Source: an optimization exercise on an open RTL-to-GDS flow (aim: small area). Production flows keep margins and buffers that such runs may drop. Where RTL was checked, it was by simulation tests only, not by an equivalence proof against the original. Power is estimated from default activity; no workload was simulated.

// disparity_filtering_system
module disparity_filtering_system (
    input  logic                   clk,
    input  logic                   arst_n,
    input  logic [BLK_SIZE-1:0]    xors_in,
    input  logic [CONF_BITS-1:0]   confidence,
    input  logic [COORD_BITS-1:0]  min_coords,
    input  logic                   xors_valid,
    output logic [OUT_BITS-1:0]    disparity,     
    output logic                   disparity_valid,
    output logic                   overrun
);
clock: 9.0 ns
lec_check: 0
abc_area: 1
cap_margin: 5
core_margin: 2
core_utilization: 40
cts_buf_list: sky130_fd_sc_hd__clkbuf_8
gpl_timing_driven: 0
slew_margin: 5
standard.sh (not shown) runs the stock make flow with config.mk's settings and CLKGATE_MAP_FILE= SYNTH_SCRIPT=/design/flow/synth_recipe.tcl, a recipe that flattens the netlist after the stock synthesis.
==> flow/flow/run.sh <==
#!/bin/bash
# The standard layout with three changes, none of them touching a register:
#  - port buffers are the smallest plain buffer (buffer_ports -buffer_cell buf_1);
#  - after the standard synthesis, inverters left around full-adder cells are removed
#    (flow/invopt.py);
#  - the gates between registers and adder cells are mapped again by ABC for area
#    (flow/remap.abc), with the adder cells and flip-flops kept as they are.
# Each rewritten netlist is used only if Yosys proves it equivalent to the standard
# synthesis's netlist. Each tool's output goes to a log file of its own in this folder.
set -euo pipefail
export BUFFER_PORTS_ARGS="-buffer_cell sky130_fd_sc_hd__buf_1"
R=orfs/results/${FLOW_PLATFORM}/disparity_filtering_system/base
O=orfs/objects/${FLOW_PLATFORM}/disparity_filtering_system/base
L=orfs/logs/${FLOW_PLATFORM}/disparity_filtering_system/base
LIB=$(ls ${FLOW_HOME}/platforms/${FLOW_PLATFORM}/lib/*tt_025C_1v80.lib | head -1)

bash standard.sh synth > synth.log 2>&1
cp $R/1_2_yosys.v synth_orig.v
sed "s/^module ${FLOW_TOP}(/module gold(/" synth_orig.v > eq_gold.v

# proves $1 equivalent to the standard netlist; log in $2
prove() {
    sed -E -e "s/^module ${FLOW_TOP}\(/module gate(/" -e 's/\b(_[0-9]+_|_invopt_[c0-9]+_)/x\1/g' "$1" > eq_gate.v
    cat > eq.ys <<EOS
read_liberty -ignore_miss_func $LIB
read_verilog eq_gold.v
read_verilog eq_gate.v
hierarchy -check
flatten
proc
opt_clean
async2sync
dffunmap
equiv_make gold gate eq
hierarchy -top eq
equiv_simple -seq 2
equiv_induct -seq 2
equiv_status -assert
EOS
    yosys -s eq.ys > "$2" 2>&1
}

use=synth_orig.v
if python3 flow/invopt.py synth_orig.v synth_inv.v > invopt.log 2>&1; then
    DONT_USE=$(grep -o -- "-dont_use [A-Za-z0-9_]*" $L/1_2_yosys.log | sort -u | tr '\n' ' ')
    cat > remap.ys <<EOS
read_liberty -ignore_miss_func $LIB
read_verilog synth_inv.v
hierarchy -top ${FLOW_TOP}
setattr -mod -set keep_hierarchy 1 sky130_fd_sc_hd__fa_* sky130_fd_sc_hd__ha_* sky130_fd_sc_hd__df* sky130_fd_sc_hd__edf*
flatten
opt_clean
select -module ${FLOW_TOP}
abc -script $(pwd)/flow/remap.abc -liberty $LIB ${DONT_USE} -constr $O/abc.constr
select -clear
opt_clean -purge
hilomap -singleton -hicell sky130_fd_sc_hd__conb_1 HI -locell sky130_fd_sc_hd__conb_1 LO
splitnets
opt_clean -purge
select ${FLOW_TOP}
write_verilog -noattr -noexpr -nohex -nodec -selected synth_remap.v
EOS
    if yosys -s remap.ys > remap.log 2>&1 && ! grep -q "^\s*assign" synth_remap.v && prove synth_remap.v equiv_remap.log; then
        use=synth_remap.v
    elif prove synth_inv.v equiv_inv.log; then
        use=synth_inv.v
    fi
fi
echo "netlist used: $use" >> invopt.log
if [[ $use != synth_orig.v ]]; then
    cp $use $R/1_2_yosys.v
    rm -f $R/1_synth.odb $R/1_synth.sdc
fi

bash standard.sh > standard.log 2>&1
Other scripts of this flow, unchanged in this note and not shown: flow/flow/invopt.py, flow/flow/remap.abc
Change:
--- a/flow/design.v
+++ b/flow/design.v
@@ -286,41 +286,59 @@
             {cy, sum[i]} = fa(opa[i], opb[i], cy);
         sum[11] = cy;
         if (div)
             mdstep8 = {(sum[11] ? sum[9:0] : {a[8:0], n[7]}), n[6:0], sum[11]};
         else
             mdstep8 = {sum[10:1], sum[0], (first ? 7'd0 : n[7:1])};
     endfunction
     always_ff @(posedge clk) begin
         {ac7, nq7} <= mdstep(mcnt, ac7, nq7, x7, dd7, dl);
         {ac8, nq8} <= mdstep8(mcnt, ac8, nq8, x8, dd8, dl);
     end
     logic       xwin, lmask, rmask;
-    logic [7:0] wl, wc, wr;
     logic [9:0] sc, val;
     logic [7:0] qx, nqs;
     logic [9:0] sc_q;
     logic       xwin_q, xsel_q;
     assign xwin_q = p8 || xsel_q;      
     logic       p7, p8, lm;
     assign p7 = orun && obpar && (ocnt == 4'd2);
     assign p8 = orun && obpar && (ocnt == 4'd3);
     assign lm = orun && !obpar && (ocnt == 4'd3);
     assign xwin  = p7 || p8;
     assign lmask = lm;
     assign rmask = t10;
-    assign wl    = lmask ? 8'd0 : wgt(w3, oc);
-    assign wc    = wgt(w2, oc);
-    assign wr    = rmask ? 8'd0 : wgt(w1, oc);
-    assign sc    = radd3(wl, wc, wr);
+    always_comb begin
+        logic [1:0] zl, zc, zr, f1, f2, f3;
+        logic [2:0] k;
+        logic [1:0] n2;
+        logic [6:0] h;
+        logic [9:0] p0, p1, p2;
+        logic [9:0] ss, cc;
+        zl = lmask ? 2'b00 : ~w3;
+        zc = ~w2;
+        zr = rmask ? 2'b00 : ~w1;
+        f1 = fa(zl[0], zl[1], zc[0]);
+        f2 = fa(zc[1], zr[0], zr[1]);
+        f3 = fa(f1[0], f2[0], 1'b0);
+        k  = 3'(f3[0]) + 3'({f3[1], 1'b0}) + 3'({f1[1], 1'b0}) + 3'({f2[1], 1'b0});
+        n2 = fa(&zl, &zc, &zr);
+        h  = oc[7:1];
+        p0 = {3'b0, h & {7{k[0]}}};
+        p1 = {2'b0, h & {7{k[1]}}, n2[0] & oc[0]};
+        p2 = {1'b0, h & {7{k[2]}}, n2[1] & oc[0], 1'b0};
+        for (int i = 0; i < 10; i++)
+            {cc[i], ss[i]} = fa(p0[i], p1[i], p2[i]);
+        sc = 10'(radd(ss, {cc[8:0], 1'b0}));
+    end
     assign val   = p7 ? dd7 : (p8 ? dd8 : sc);
     always_ff @(posedge clk) begin
         sc_q   <= val;
         xsel_q <= p8;
     end
     assign nqs = xsel_q ? nq8 : nq7;
     always_comb begin
         logic [7:0] t;
         logic       nz, cy, neg;
         logic [4:0] base;
         nz = xsel_q ? (ac8 != 10'd0) : (ac7 != 10'd0);
         neg  = xsel_q ? ge : !ge;        
Global-route usage fell by 0.57 points.
Clock power rose by a few percent.
Total power fell by a few percent.
Flip-flop and latch count is unchanged.
Area after synthesis fell slightly.
Routed wire length fell by a few percent.
Cell count stays flat.
No functional check of the RTL was part of any run of this note.

========
== v22 ==
Another version of the RTL of disparity_filtering_system (not shown whole).
Size in the first run: roughly 1000 cells after synthesis, ~13000 um^2 of cells after synthesis.
Settings: LEC_CHECK=0, ABC_AREA=1, CAP_MARGIN=5, CORE_MARGIN=2, CORE_UTILIZATION=65, CTS_BUF_LIST=sky130_fd_sc_hd__clkbuf_8, GPL_TIMING_DRIVEN=0, SLEW_MARGIN=5; clock period 9.0 ns.
Scripts as last shown in full above: flow/flow/run.sh
Other scripts of this flow, unchanged in this note and not shown: flow/flow/invopt.py, flow/flow/remap.abc
Setup changes, v22 to v3
diff --git a/flow/design.v b/flow/design.v
--- a/flow/design.v
+++ b/flow/design.v
@@ -197,32 +197,34 @@
         ge_q <= ge;
         dl_q <= dl;
     end
     assign w6  = wgt(hp[1:0], hc);
     assign w7  = wgt(hp[3:2], hc);
     assign w8  = wgt(m1[1:0], c1);
     assign w9  = wgt(m1[3:2], c1);
     assign s78 = 9'(radd(10'(w7), 10'(w8)));
     assign dd7 = 10'(radd(10'(w6), 10'(s78)));
     assign dd8 = 10'(radd(10'(s78), 10'(w9)));
     always_comb begin
-        logic [4:0] dp, dn;
-        logic       cp, cn;
-        cp = 1'b1;
-        cn = 1'b1;
-        for (int i = 0; i < 5; i++) begin
-            {cp, dp[i]} = fa(d1[i], !hd[i], cp);
-            {cn, dn[i]} = fa(hd[i], !d1[i], cn);
-        end
-        ge = (d1 >= hd);
-        dl = ge ? dp : dn;
+        logic [5:0] df;
+        logic [4:0] t;
+        logic       cy;
+        cy = 1'b1;
+        for (int i = 0; i < 5; i++)
+            {cy, df[i]} = fa(d1[i], !hd[i], cy);
+        df[5] = cy;
+        ge = (d1 >= hd);            
+        t  = df[4:0] ^ {5{!ge}};
+        cy = !ge;
+        for (int i = 0; i < 5; i++)
+            {cy, dl[i]} = fa(t[i], 1'b0, cy);
     end
     assign x7  = 10'(w8);
     assign x8  = 10'(w7);
     logic [3:0] mcnt;
     logic [9:0] ac7, ac8;
     logic [7:0] nq7, nq8;
     always_ff @(posedge clk) begin
         if (acc1)
             mcnt <= '0;
         else
             mcnt <= mcnt + 1'b1;
[summary]
Measured against v3, the routed wire length of v22 comes out at 1.07 times the reference value. Against v22, summed area of non-filler cells in the final layout in v3 fell slightly. Diff v22 -> v3 | ratio of routed vias to standard cells | decrease of 0.72%. | clock distribution area overhead in the final layout | v3 vs v22 | ≈ equal |. Side by side, area after synthesis turned out lower in v3 than in v22. Of v22 and v3, the run reporting the higher number of antenna violations at the first check in global routing was v3. On width of the chip, v22 and v3 are basically level. [v3] slack of the critical path fell 0.080 ns relative to v22.
No run of this note included a check of the RTL's function; only the layout flow was run.

========
disparity_filtering_system, a different RTL version from the one above (not shown whole).
Size: about 1,300 cells after synthesis, roughly 300 I/O pins, ~14,000 um2 of cells after synthesis.
==> flow/config.mk <==
export PLATFORM = sky130hd
export DESIGN_NAME = disparity_filtering_system
export DESIGN_NICKNAME = disparity_filtering_system
export VERILOG_FILES = /design/flow/design.v
export SDC_FILE = /design/flow/constraint.sdc
export NUM_CORES = 4
export LEC_CHECK = 0
export ABC_AREA = 1
export CAP_MARGIN = 20
export CORE_MARGIN = 2
export CORE_UTILIZATION = 40
export CTS_BUF_LIST = sky130_fd_sc_hd__clkbuf_8
export GPL_TIMING_DRIVEN = 0
export SLEW_MARGIN = 20
==> flow/constraint.sdc <==
create_clock -name core_clock -period 9.0 [get_ports {clk}]
set_input_delay 1.8000 -clock core_clock [delete_from_list [all_inputs] [get_ports {clk}]]
set_output_delay 1.8000 -clock core_clock [all_outputs]
set_load 0.01 [all_outputs]
==> flow/flow/run.sh <==
#!/bin/bash
# The standard layout with two changes:
#  - port buffers are the smallest plain buffer (buffer_ports -buffer_cell buf_1);
#  - after the standard synthesis, inverters that synthesis left around full-adder cells
#    are removed (flow/invopt.py), kept only if Yosys proves the netlist unchanged.
# Each tool's output goes to a log file of its own in this folder.
set -euo pipefail
export BUFFER_PORTS_ARGS="-buffer_cell sky130_fd_sc_hd__buf_1"
R=orfs/results/${FLOW_PLATFORM}/disparity_filtering_system/base

bash standard.sh synth > synth.log 2>&1

cp $R/1_2_yosys.v synth_orig.v
if python3 flow/invopt.py synth_orig.v synth_opt.v > invopt.log 2>&1; then
    sed "s/^module ${FLOW_TOP}(/module gold(/" synth_orig.v > eq_gold.v
    sed -E -e "s/^module ${FLOW_TOP}\(/module gate(/" -e 's/\b(_[0-9]+_|_invopt_[c0-9]+_)/x\1/g' synth_opt.v > eq_gate.v
    LIB=$(ls ${FLOW_HOME}/platforms/${FLOW_PLATFORM}/lib/*tt_025C_1v80.lib | head -1)
    cat > eq.ys <<EOS
read_liberty -ignore_miss_func $LIB
read_verilog eq_gold.v
read_verilog eq_gate.v
hierarchy -check
flatten
proc
opt_clean
async2sync
dffunmap
equiv_make gold gate eq
hierarchy -top eq
equiv_simple -seq 2
equiv_induct -seq 2
equiv_status -assert
EOS
    if yosys -s eq.ys > equiv.log 2>&1; then
        cp synth_opt.v $R/1_2_yosys.v
        rm -f $R/1_synth.odb $R/1_synth.sdc
        echo "using the optimised netlist" >> invopt.log
    else
        echo "equivalence not proven; keeping the standard netlist" >> invopt.log
    fi
fi

bash standard.sh > standard.log 2>&1
Other scripts of this flow, unchanged in this note and not shown: flow/flow/invopt.py
Change:
--- a/flow/design.v
+++ b/flow/design.v
@@ -127,53 +127,58 @@
             hp <= m0[15:12];
         end
     end
     logic        s0, spar;
     logic        orun, obpar;
     logic [3:0]  ocnt;
     logic        t9, t10, tpar;
     logic        dvalid;
     always_ff @(posedge clk or negedge arst_n) begin
         if (!arst_n) begin
             busy    <= 1'b0;
+            cnt     <= '0;
             overrun <= 1'b0;
             lastpar <= 1'b1;
             s0      <= 1'b0;
             orun    <= 1'b0;
+            ocnt    <= '0;
             t9      <= 1'b0;
             t10     <= 1'b0;
             dvalid  <= 1'b0;
         end else begin
             if (xors_valid && busy)
                 overrun <= 1'b1;
             if (acc) begin
                 busy    <= 1'b1;
+                cnt     <= '0;
                 lastpar <= !lastpar;
-            end else if (busy && (cnt == 3'd7)) begin
-                busy <= 1'b0;
+            end else if (busy) begin
+                cnt <= cnt + 1'b1;
+                if (cnt == 3'd7)
+                    busy <= 1'b0;
             end
             s0 <= busy && (cnt == 3'd7);        
-            if (s0)                             
+            if (s0) begin                       
                 orun <= 1'b1;
-            else if (ocnt == 4'd8)
-                orun <= 1'b0;
+                ocnt <= '0;
+            end else if (orun) begin
+                ocnt <= ocnt + 1'b1;
+                if (ocnt == 4'd8)
+                    orun <= 1'b0;
+            end
             t9  <= orun && (ocnt == 4'd8);      
             t10 <= t9 && tpar;                  
             dvalid <= (orun && ((obpar && (ocnt == 4'd2)) || (ocnt >= 4'd3))) || t9 || t10;
         end
     end
     always_ff @(posedge clk) begin
-        cnt  <= acc ? 3'd0 : cnt + 1'b1;
-        ocnt <= s0 ? 4'd0 : ocnt + 1'b1;
-    end
-    always_ff @(posedge clk) begin
         if (busy && (cnt == 3'd7))
             spar <= lastpar;
         if (s0)
             obpar <= spar;
         if (orun && (ocnt == 4'd8))
             tpar <= obpar;
     end
     logic [1:0] w0, w1, w2, w3;
     logic [7:0] oc;
     logic [4:0] od;
     logic [15:0] msel;
Effect: The new run finished clean; setup slack is worse by 0.038 ns; cell area drops by 0.31%; worst hold slack loses 0.0040 ns; clock power decreases by 5.9%; synthesized cell count decreases by 2.2%.
The RTL of the first run of this note was laid out without a check of its function.

-- re-timing with driven ports --
The results above use ideal ports. As a check the final layouts listed here were re-extracted and re-timed, cells and wires unchanged.
Step 1 (the two cells are an assumption about what drives the block):
set clk [get_ports {clk}]
set_driving_cell -lib_cell sky130_fd_sc_hd__clkbuf_16 $clk
set_driving_cell -lib_cell sky130_fd_sc_hd__buf_2 [delete_from_list [all_inputs] $clk]
Step 2 adds t to the input delays and takes it off the output delays; t is the mean of the earliest and latest rising clock arrival at the registers after step 1. Input paths then give back, and output paths get back, about the clock's delay inside the block.
Slacks: ideal ports / drivers / drivers and shift; pairs: ideal ports / drivers.
| run | shift t [ns] | setup slack, ns | worst hold slack (ns) |
|---|---|---|---|
| the first run of note 1 | 0.514 | 0.369 / 0.369 / 0.369 | 0.362 / 0.362 / 0.362 |
| the second run of note 1 | 0.512 | 0.384 / 0.384 / 0.384 | 0.374 / 0.374 / 0.374 |
| v22 | 0.499 | 0.562 / 0.562 / 0.562 | 0.369 / 0.369 / 0.369 |
| v3 | 0.516 | 0.482 / 0.482 / 0.482 | 0.359 / 0.359 / 0.359 |
| the first run of note 3 | 0.505 | 0.321 / 0.321 / 0.321 | 0.342 / 0.342 / 0.342 |
| the second run of note 3 | 0.508 | 0.283 / 0.283 / 0.283 | 0.338 / 0.338 / 0.338 |
After both steps setup and hold are still met in every run listed.
